What follows belongs to an exercise in optimizing a design on an open flow for small area, a short achievable clock period and few clock cycles per item; a production flow would make more cautious choices.
Only simulation tests tie the RTL to the original design; equivalence was not proved.

### flow/run.sh
#!/bin/bash
# synth_recipe.tcl (not shown) runs the flow's synth.tcl, then flattens the netlist and writes it again
# the make line also repeats each setting of config.mk as NAME=value (left out here)
make -C /OpenROAD-flow-scripts/flow DESIGN_CONFIG=/design/flow/config.mk WORK_HOME=/design/flow/orfs CLKGATE_MAP_FILE= SYNTH_SCRIPT=/design/flow/synth_recipe.tcl finish
### flow/config.mk
export PLATFORM = sky130hd
export DESIGN_NAME = positional_list_engine_core
export DESIGN_NICKNAME = positional_list_engine_core
export VERILOG_FILES = /design/flow/design.v
export SDC_FILE = /design/flow/constraint.sdc
export NUM_CORES = 4
export LEC_CHECK = 0
export CAP_MARGIN = 20
export CORE_MARGIN = 2
export CORE_UTILIZATION = 40
export SLEW_MARGIN = 20
### flow/constraint.sdc
create_clock -name core_clock -period 5.2 [get_ports {i_clk}]
set_input_delay 1.0400 -clock core_clock [delete_from_list [all_inputs] [get_ports {i_clk}]]
set_output_delay 1.0400 -clock core_clock [all_outputs]
set_load 0.01 [all_outputs]
### flow/design.v
`default_nettype none
package ple_pkg;
    localparam int ACTION_W = 3;
    localparam int VALUE_W  = 32;
    localparam int POS_W    = 8;
    localparam int STATUS_W = 2;
    localparam int CNT_W    = 5;
    localparam int SLOT_W   = 8;
    localparam logic [ACTION_W-1:0] ACT_INS_FIRST = 3'd0;
    localparam logic [ACTION_W-1:0] ACT_INS_LAST  = 3'd1;
    localparam logic [ACTION_W-1:0] ACT_INS_AT    = 3'd2;
    localparam logic [ACTION_W-1:0] ACT_DEL_FIRST = 3'd3;
    localparam logic [ACTION_W-1:0] ACT_DEL_LAST  = 3'd4;
    localparam logic [ACTION_W-1:0] ACT_DEL_AT    = 3'd5;
    localparam logic [ACTION_W-1:0] ACT_READ      = 3'd6;
    localparam logic [STATUS_W-1:0] ST_OK     = 2'd0;
    localparam logic [STATUS_W-1:0] ST_BADPOS = 2'd1;
    localparam logic [STATUS_W-1:0] ST_FULL   = 2'd2;
    localparam logic [STATUS_W-1:0] ST_EMPTY  = 2'd3;
    typedef enum logic [1:0] {
        CELL_NOP  = 2'd0,
        CELL_INS  = 2'd1,
        CELL_DEL  = 2'd2,
        CELL_READ = 2'd3
    } t_cell_op;
    typedef struct packed {
        t_cell_op                   op;
        logic [SLOT_W-1:0]          slot;
        logic signed [VALUE_W-1:0]  value;
    } t_cell_cmd;
endpackage
`default_nettype wire
`default_nettype none
module ple_cell #(
    parameter int INDEX = 0
) (
    input  wire logic                              i_clk,
    input  wire ple_pkg::t_cell_cmd                i_cmd,
    input  wire logic signed [ple_pkg::VALUE_W-1:0] i_left,
    input  wire logic signed [ple_pkg::VALUE_W-1:0] i_right,
    output logic signed [ple_pkg::VALUE_W-1:0]      o_value,
    output logic signed [ple_pkg::VALUE_W-1:0]      o_rd_data
);
    localparam logic [ple_pkg::SLOT_W-1:0] IDX = ple_pkg::SLOT_W'(INDEX);
    logic signed [ple_pkg::VALUE_W-1:0] r_value;
    logic signed [ple_pkg::VALUE_W-1:0] n_value;
    always_comb begin
        n_value = r_value;
        case (i_cmd.op)
            ple_pkg::CELL_INS: begin
                if (IDX == i_cmd.slot) begin
                    n_value = i_cmd.value;
                end else if (IDX > i_cmd.slot) begin
                    n_value = i_left;
                end
            end
            ple_pkg::CELL_DEL: begin
                if (IDX >= i_cmd.slot) begin
                    n_value = i_right;
                end
            end
            default: begin
                n_value = r_value;
            end
        endcase
    end
    always_ff @(posedge i_clk) begin
        r_value <= n_value;
    end
    assign o_value   = r_value;
    assign o_rd_data = (i_cmd.op == ple_pkg::CELL_READ && IDX == i_cmd.slot) ?
                       r_value : '0;
endmodule
`default_nettype wire
`default_nettype none
module ple_ctrl #(
    parameter int LIST_DEPTH = 16,
    localparam int CW = $clog2(LIST_DEPTH + 1)
) (
    input  wire logic                               i_fire,
    input  wire logic [ple_pkg::ACTION_W-1:0]       i_action,
    input  wire logic signed [ple_pkg::VALUE_W-1:0] i_value,
    input  wire logic [ple_pkg::POS_W-1:0]          i_position,
    input  wire logic [CW-1:0]                      i_count,
    output ple_pkg::t_cell_cmd                      o_cmd,
    output logic [ple_pkg::STATUS_W-1:0]            o_status,
    output logic [CW-1:0]                           o_count_next,
    output logic [ple_pkg::CNT_W-1:0]               o_count_field
);
    localparam int CMPW = (CW > 9) ? CW : 9;
    logic [CMPW-1:0]            w_cnt;
    logic [CMPW-1:0]            w_pos;
    logic [CMPW-1:0]            w_next_ext;
    logic                       w_pos_zero;
    logic [ple_pkg::SLOT_W-1:0] w_pos_slot;
    ple_pkg::t_cell_op          w_op;
    logic [ple_pkg::SLOT_W-1:0] w_slot;
    assign w_cnt      = CMPW'(i_count);
    assign w_pos      = CMPW'(i_position);
    assign w_pos_zero = (i_position == '0);
    assign w_pos_slot = ple_pkg::SLOT_W'(i_position - ple_pkg::POS_W'(1));
    always_comb begin
        o_status     = ple_pkg::ST_OK;
        o_count_next = i_count;
        w_op         = ple_pkg::CELL_NOP;
        w_slot       = '0;
        case (i_action)
            ple_pkg::ACT_INS_FIRST, ple_pkg::ACT_INS_LAST, ple_pkg::ACT_INS_AT: begin
                if (i_action == ple_pkg::ACT_INS_AT &&
                    (w_pos_zero || w_pos > w_cnt + CMPW'(1))) begin
                    o_status = ple_pkg::ST_BADPOS;
                end else if (w_cnt == CMPW'(LIST_DEPTH)) begin
                    o_status = ple_pkg::ST_FULL;
                end else begin
                    w_op = ple_pkg::CELL_INS;
                    if (i_action == ple_pkg::ACT_INS_FIRST) begin
                        w_slot = '0;
                    end else if (i_action == ple_pkg::ACT_INS_LAST) begin
                        w_slot = ple_pkg::SLOT_W'(i_count);
                    end else begin
                        w_slot = w_pos_slot;
                    end
                    o_count_next = i_count + CW'(1);
                end
            end
            ple_pkg::ACT_DEL_FIRST, ple_pkg::ACT_DEL_LAST, ple_pkg::ACT_DEL_AT: begin
                if (w_cnt == '0) begin
                    o_status = ple_pkg::ST_EMPTY;
                end else if (i_action == ple_pkg::ACT_DEL_AT &&
                             (w_pos_zero || w_pos > w_cnt)) begin
                    o_status = ple_pkg::ST_BADPOS;
                end else begin
                    w_op = ple_pkg::CELL_DEL;
                    if (i_action == ple_pkg::ACT_DEL_FIRST) begin
                        w_slot = '0;
                    end else if (i_action == ple_pkg::ACT_DEL_LAST) begin
                        w_slot = ple_pkg::SLOT_W'(i_count - CW'(1));
                    end else begin
                        w_slot = w_pos_slot;
                    end
                    o_count_next = i_count - CW'(1);
                end
            end
            ple_pkg::ACT_READ: begin
                if (w_pos_zero || w_pos > w_cnt) begin
                    o_status = ple_pkg::ST_BADPOS;
                end else begin
                    w_op   = ple_pkg::CELL_READ;
                    w_slot = w_pos_slot;
                end
            end
            default: begin
                o_status = ple_pkg::ST_OK;
            end
        endcase
    end
    always_comb begin
        o_cmd.op    = (i_fire || w_op == ple_pkg::CELL_READ) ? w_op : ple_pkg::CELL_NOP;
        o_cmd.slot  = w_slot;
        o_cmd.value = i_value;
    end
    assign w_next_ext    = CMPW'(o_count_next);
    assign o_count_field = w_next_ext[ple_pkg::CNT_W-1:0];
endmodule
`default_nettype wire
`default_nettype none
module positional_list_engine_core #(
    parameter int LIST_DEPTH = 16
) (
    input  wire logic                               i_clk,
    input  wire logic                               i_rst_n,
    input  wire logic                               i_in_valid,
    output logic                                    o_in_ready,
    input  wire logic [ple_pkg::ACTION_W-1:0]       i_action,
    input  wire logic signed [ple_pkg::VALUE_W-1:0] i_value,
    input  wire logic [ple_pkg::POS_W-1:0]          i_position,
    output logic                                    o_out_valid,
    input  wire logic                               i_out_ready,
    output logic [ple_pkg::STATUS_W-1:0]            o_status,
    output logic [ple_pkg::CNT_W-1:0]               o_element_count,
    output logic signed [ple_pkg::VALUE_W-1:0]      o_read_value
);
    localparam int CW = $clog2(LIST_DEPTH + 1);
    logic                               w_fire;
    ple_pkg::t_cell_cmd                 w_cmd;
    logic [ple_pkg::STATUS_W-1:0]       w_status;
    logic [CW-1:0]                      w_count_next;
    logic [ple_pkg::CNT_W-1:0]          w_count_field;
    logic signed [ple_pkg::VALUE_W-1:0] w_cell_val [LIST_DEPTH];
    logic signed [ple_pkg::VALUE_W-1:0] w_cell_rd  [LIST_DEPTH];
    logic signed [ple_pkg::VALUE_W-1:0] w_rd;
    logic [CW-1:0]                      r_count;
    logic                               r_out_valid;
    logic [ple_pkg::STATUS_W-1:0]       r_status;
    logic [ple_pkg::CNT_W-1:0]          r_count_out;
    logic signed [ple_pkg::VALUE_W-1:0] r_rd;
    assign o_in_ready = i_rst_n && (!r_out_valid || i_out_ready);
    assign w_fire     = i_in_valid && o_in_ready;
    ple_ctrl #(
        .LIST_DEPTH (LIST_DEPTH)
    ) u_ctrl (
        .i_fire        (w_fire),
        .i_action      (i_action),
        .i_value       (i_value),
        .i_position    (i_position),
        .i_count       (r_count),
        .o_cmd         (w_cmd),
        .o_status      (w_status),
        .o_count_next  (w_count_next),
        .o_count_field (w_count_field)
    );
    for (genvar k = 0; k < LIST_DEPTH; k++) begin : g_cell
        logic signed [ple_pkg::VALUE_W-1:0] w_left;
        logic signed [ple_pkg::VALUE_W-1:0] w_right;
        if (k == 0) begin : g_first
            assign w_left = '0;
        end else begin : g_mid_l
            assign w_left = w_cell_val[k-1];
        end
        if (k == LIST_DEPTH - 1) begin : g_last
            assign w_right = '0;
        end else begin : g_mid_r
            assign w_right = w_cell_val[k+1];
        end
        ple_cell #(
            .INDEX (k)
        ) u_cell (
            .i_clk     (i_clk),
            .i_cmd     (w_cmd),
            .i_left    (w_left),
            .i_right   (w_right),
            .o_value   (w_cell_val[k]),
            .o_rd_data (w_cell_rd[k])
        );
    end
    always_comb begin
        w_rd = '0;
        for (int k = 0; k < LIST_DEPTH; k++) begin
            w_rd = w_rd | w_cell_rd[k];
        end
    end
    always_ff @(posedge i_clk) begin
        if (!i_rst_n) begin
            r_count     <= '0;
            r_out_valid <= 1'b0;
        end else begin
            if (w_fire) begin
                r_count     <= w_count_next;
                r_out_valid <= 1'b1;
            end else if (i_out_ready) begin
                r_out_valid <= 1'b0;
            end
        end
    end
    always_ff @(posedge i_clk) begin
        if (w_fire) begin
            r_status    <= w_status;
            r_count_out <= w_count_field;
            r_rd        <= w_rd;
        end
    end
    assign o_out_valid     = r_out_valid;
    assign o_status        = r_status;
    assign o_element_count = r_count_out;
    assign o_read_value    = r_rd;
endmodule
`default_nettype wire
==> summary.txt <==
[layer usage]
metal  track usage, %  up-vias  wire length (µm)
li1                 -    11870                 -
met1            42.05    13510             50170
met2            46.62     1981             56840
met3            5.856      337             15690
met4            10.93        0              5323
met5                0        -                 0
[cell families after synthesis]
kind of cell | Yosys count | synth area share, %
DFF | 557 | 51.67
muxes | 462 | 14.38
AOI/OAI and AO/OA | 843 | 16.26
adders and majority gates | 18 | 0.6982
and+or+nand+nor | 918 | 12.77
buffers and inverters | 276 | 3.933
xor gates and xnor gates | 11 | 0.2987
[final cells by class]
| class | instances | area, µm² |
|---|---|---|
| Fill cell | 7349 | 41480 |
| Sequential cell | 557 | 16670 |
| Multi-Input combinational cell | 2252 | 14570 |
| Timing Repair Buffer | 378 | 4069 |
| Clock buffer | 76 | 1604 |
| Tap cell | 1060 | 1326 |
| Clock inverter | 33 | 379.1 |
| Inverter | 16 | 63.81 |
| Antenna cell | 1 | 2.502 |
[layout by cell type, fill, tap and decap left out, types with 9 or more instances in the layout]
master and count:
mux2i_1 452, mux2_2 10, a211o_1 13, nor3_1 12, a211oi_1 11, nand2_1 687
a22o_1 40, a21oi_1 65, nor2_1 36, clkinv_2 13, o21ai_0 369, a22oi_1 81
clkdlybuf4s50_1 87, nand4_1 27, and2_1 12, and3_1 15, clkbuf_16 62, nor4_4 10
nor3_4 9, a221oi_1 35, o21ai_1 130, nand3_1 39, a222oi_1 20, buf_12 81
edfxtp_1 551, ha_1 17, inv_1 14, nor2_4 17, clkbuf_1 14, buf_4 210
[state kept, by name (all words and copies together) (netlist names)]
register               flops
r_status                   2
r_count                    5
r_out_valid                1
g_cell.u_cell.r_value    512
r_rd                      32
r_count_out                5
[through the flow]
| step | std cells | TNS, ps | util, % |
|---|---|---|---|
| finish | 4373 | 0 | 48.25 |
| global route | 4373 | 0 | 48.25 |
| CTS | 4372 | 0 | 48.24 |
| detailed placement | 4263 | -494.6 | 45.76 |
| global placement | 4263 | -271.9 | 45.76 |
| floorplan | 3085 | 0 | - |
[worst min path at each step]
stage	start	end
after floorplan	g_cell[15].u_cell.r_value[26]	g_cell[14].u_cell.r_value[26]
after global placement	g_cell[15].u_cell.r_value[26]	g_cell[14].u_cell.r_value[26]
after detailed placement	g_cell[15].u_cell.r_value[6]	g_cell[14].u_cell.r_value[6]
after CTS	g_cell[15].u_cell.r_value[6]	g_cell[14].u_cell.r_value[6]
after global routing	g_cell[15].u_cell.r_value[5]	g_cell[14].u_cell.r_value[5]
final	r_out_valid	r_out_valid
[critical path, stage by stage, from the launching register on]
cell      delay (ps)
dfxtp_1          480
ha_1             280
nand3_1          140
xnor2_2          230
ha_1             280
a21o_1           160
a211oi_1         380
nand2b_1         130
nand2_1          110
a211o_1          150
nand2_1           80
nor2_1           150
a21o_1           180
ha_1             180
inv_1             40
a2111o_1         330
buf_12           170
buf_4            140
nor4_4           380
buf_4            320
a22oi_1          110
o211ai_1         220
a21oi_1           60
nand3_1           70
[power by group through the flow]
stage	clock network, mW	registers [mW]	logic (mW)
2_1_floorplan	0	5.59	0.929
3_3_place_gp	0	5.67	1.66
3_5_place_dp	0	5.67	1.70
4_1_cts	4.49	5.58	1.71
5_1_grt	4.65	5.61	1.84
6_report	4.46	5.59	1.75
==> impl_metrics.csv <==
group,metric,value,unit
outcome,outcome,"no timing/DRC/antenna violations",
floorplanning,io_pins,88,
critical_path,required,5720,ps
synth,syn-num-nets,3150,
grt,grt_pass1_vias,26040,
drt,ant_nets,0,
critical_path,path_class,"flop to flop",
critical_path,reg2reg_from,"r_count[0]",
grt,antenna_found_initial,1,
clocking,cts_sinks,557,
finish,nets,3331,
synth,synth_edf_count,551,
power_and_ir_drop,netSwitchingPower,3.303,mW
critical_path,start_kind,"flop",
floorplanning,floorplan.initialDensity,40.24,%
sta,hold_ws,565.6,ps
critical_path,reg2reg_depth,23,
sta,fin_ws,286.1,ps
place,detailed_place.area,36680,µm²
clocking,cts_resized,0,
clocking,cts_buffer_depth,3,
place,place_congestion,0.9287,
synth,ys.flop_type,"edfxtp_1",
grt,grt_max_degree,210,
drt,routedWlPerCell,29.27,µm
floorplanning,rows,104,
power_and_ir_drop,total_power,11.80,mW
sta,slew_headroom,29.35,%
clocking,cts_max_level,2,
power_and_ir_drop,power.density,305.1,nW/µm²
sta,worst_slew_pin_slew,1060,ps
synth,yosysTopAreaCell,"edfxtp_1",
synth,synth_area_leaders,"edfxtp_1 (51%), mux2i_1 (14%), nand2_1 (8.1%), o21ai_0 (5.7%), o21ai_1 (2.0%)",
synth,syn_avg_cell_area,10.46,µm²
clocking,path_clk_slew,60,ps
finish,finalInstanceArea,38680,µm²
critical_path,cp.arrival,5430,ps
clocking,cts_tree,"yes",
drt,wl,128000,µm
sta,fin_crit,4914,ps
floorplanning,dieHeight,288.0,µm
synth,ys_types,87,
synth,yosys-top-cells-count,"nand2_1 (692), edfxtp_1 (551), mux2i_1 (452), o21ai_0 (370), clkbuf_1 (167)",
critical_path,startpoint,"r_count[0]",
run,maxCapViolCount,0,
synth,synth_area,32260,µm²
clocking,clock_latency,660,ps
sta,fin_crit_sh,94.50,%
synth,synthCells,3085,
floorplanning,die_w,288.0,µm
synth,synthArstFlopShare,0,%
drt,dr.first_iter.drc_count,4545,
drt,drcViolationCount,0,
critical_path,endpoint_kind,"flop",
sta,hold_violations,0,
power_and_ir_drop,peakVddDrop,270.5,µV
sta,final_max_slew_viol_count,0,
synth,yosysMostFrequentCell,"nand2_1",
worst_hold_path,min_path_type,"flop to flop",
critical_path,rrSetupSlack,290,ps
power_and_ir_drop,clockPowerShare,37.8,%
synth,synth_top_cell_area_share,51.30,%
power_and_ir_drop,internal_power,8.499,mW
sta,fin_skew,29.78,ps
grt,gr-total-overflow,0,
critical_path,r2r-end,"r_rd[18]",
worst_hold_path,hold_path_depth,2,
sta,max_freq,203.5,MHz
drt,num_vias,27700,
synth,ys_warn_count,20,
grt,grt_pass1_wl,183300,µm
synth,yosysSeqAreaShare,51.67,%
sta,setup_violations,0,
drt,drt-pass1-iter-count,7,
clocking,cts_hold_buf,0,
drt,via_per_inst,6.334,
place,hpwl,81900,µm
place,dp_slack,-171.4,ps
clocking,cts_root_buf,"clkbuf_16",
grt,track_usage,30.15,%
sta,rsz0062_at_grt,"false",
power_and_ir_drop,p_leak,14.15,nW
synth,yosys_register_bits,557,
power_and_ir_drop,p_comb_share,14.8,%
critical_path,crit_end,"r_rd[18]",
power_and_ir_drop,power_frac_seq,47.4,%
critical_path,cp_max_fo,11,
power_and_ir_drop,sw_frac_of_total,27.99,%
clocking,post-cts-setup-buffer-count,0,
floorplanning,die_area,82930,µm²
finish,syn2layout_area_growth,19.91,%
place,portBuffers,87,
floorplanning,core-area,80160,µm²
finish,drive_gt1_share,14.37,%
clocking,cts_made_buffers,61,
Testbench counts, summed over its fixed seeds: cycles 24,008, items 24,000.

## what the ideal ports hide
The flow's constraints put no driver on any port. The routed layout listed below was extracted and timed again, unchanged, in two steps.
Step 1 assumes that a clkbuf_16 drives the clock port and a buf_2 every other input.
Step 2, shift: input delay + t, output delay - t, t = (earliest + latest rising clock arrival at the registers) / 2. This alone moves slack from input paths to output paths.
Slacks: ideal ports / drivers / drivers and shift; pairs: ideal ports / drivers.
shift t [ns]: 0.717
setup slack, ns: 0.286 / 0.286 / -0.175
worst setup path at the end: input to register
slew at the worst register clock pin (ns): 0.07 / 0.07
pins driven straight from the clock port: 1
With both steps, setup timing fails in this run, where it was met with ideal ports. For this run, drivers alone change the setup slack by 0.000 ns; drivers and shift together by -0.461 ns.
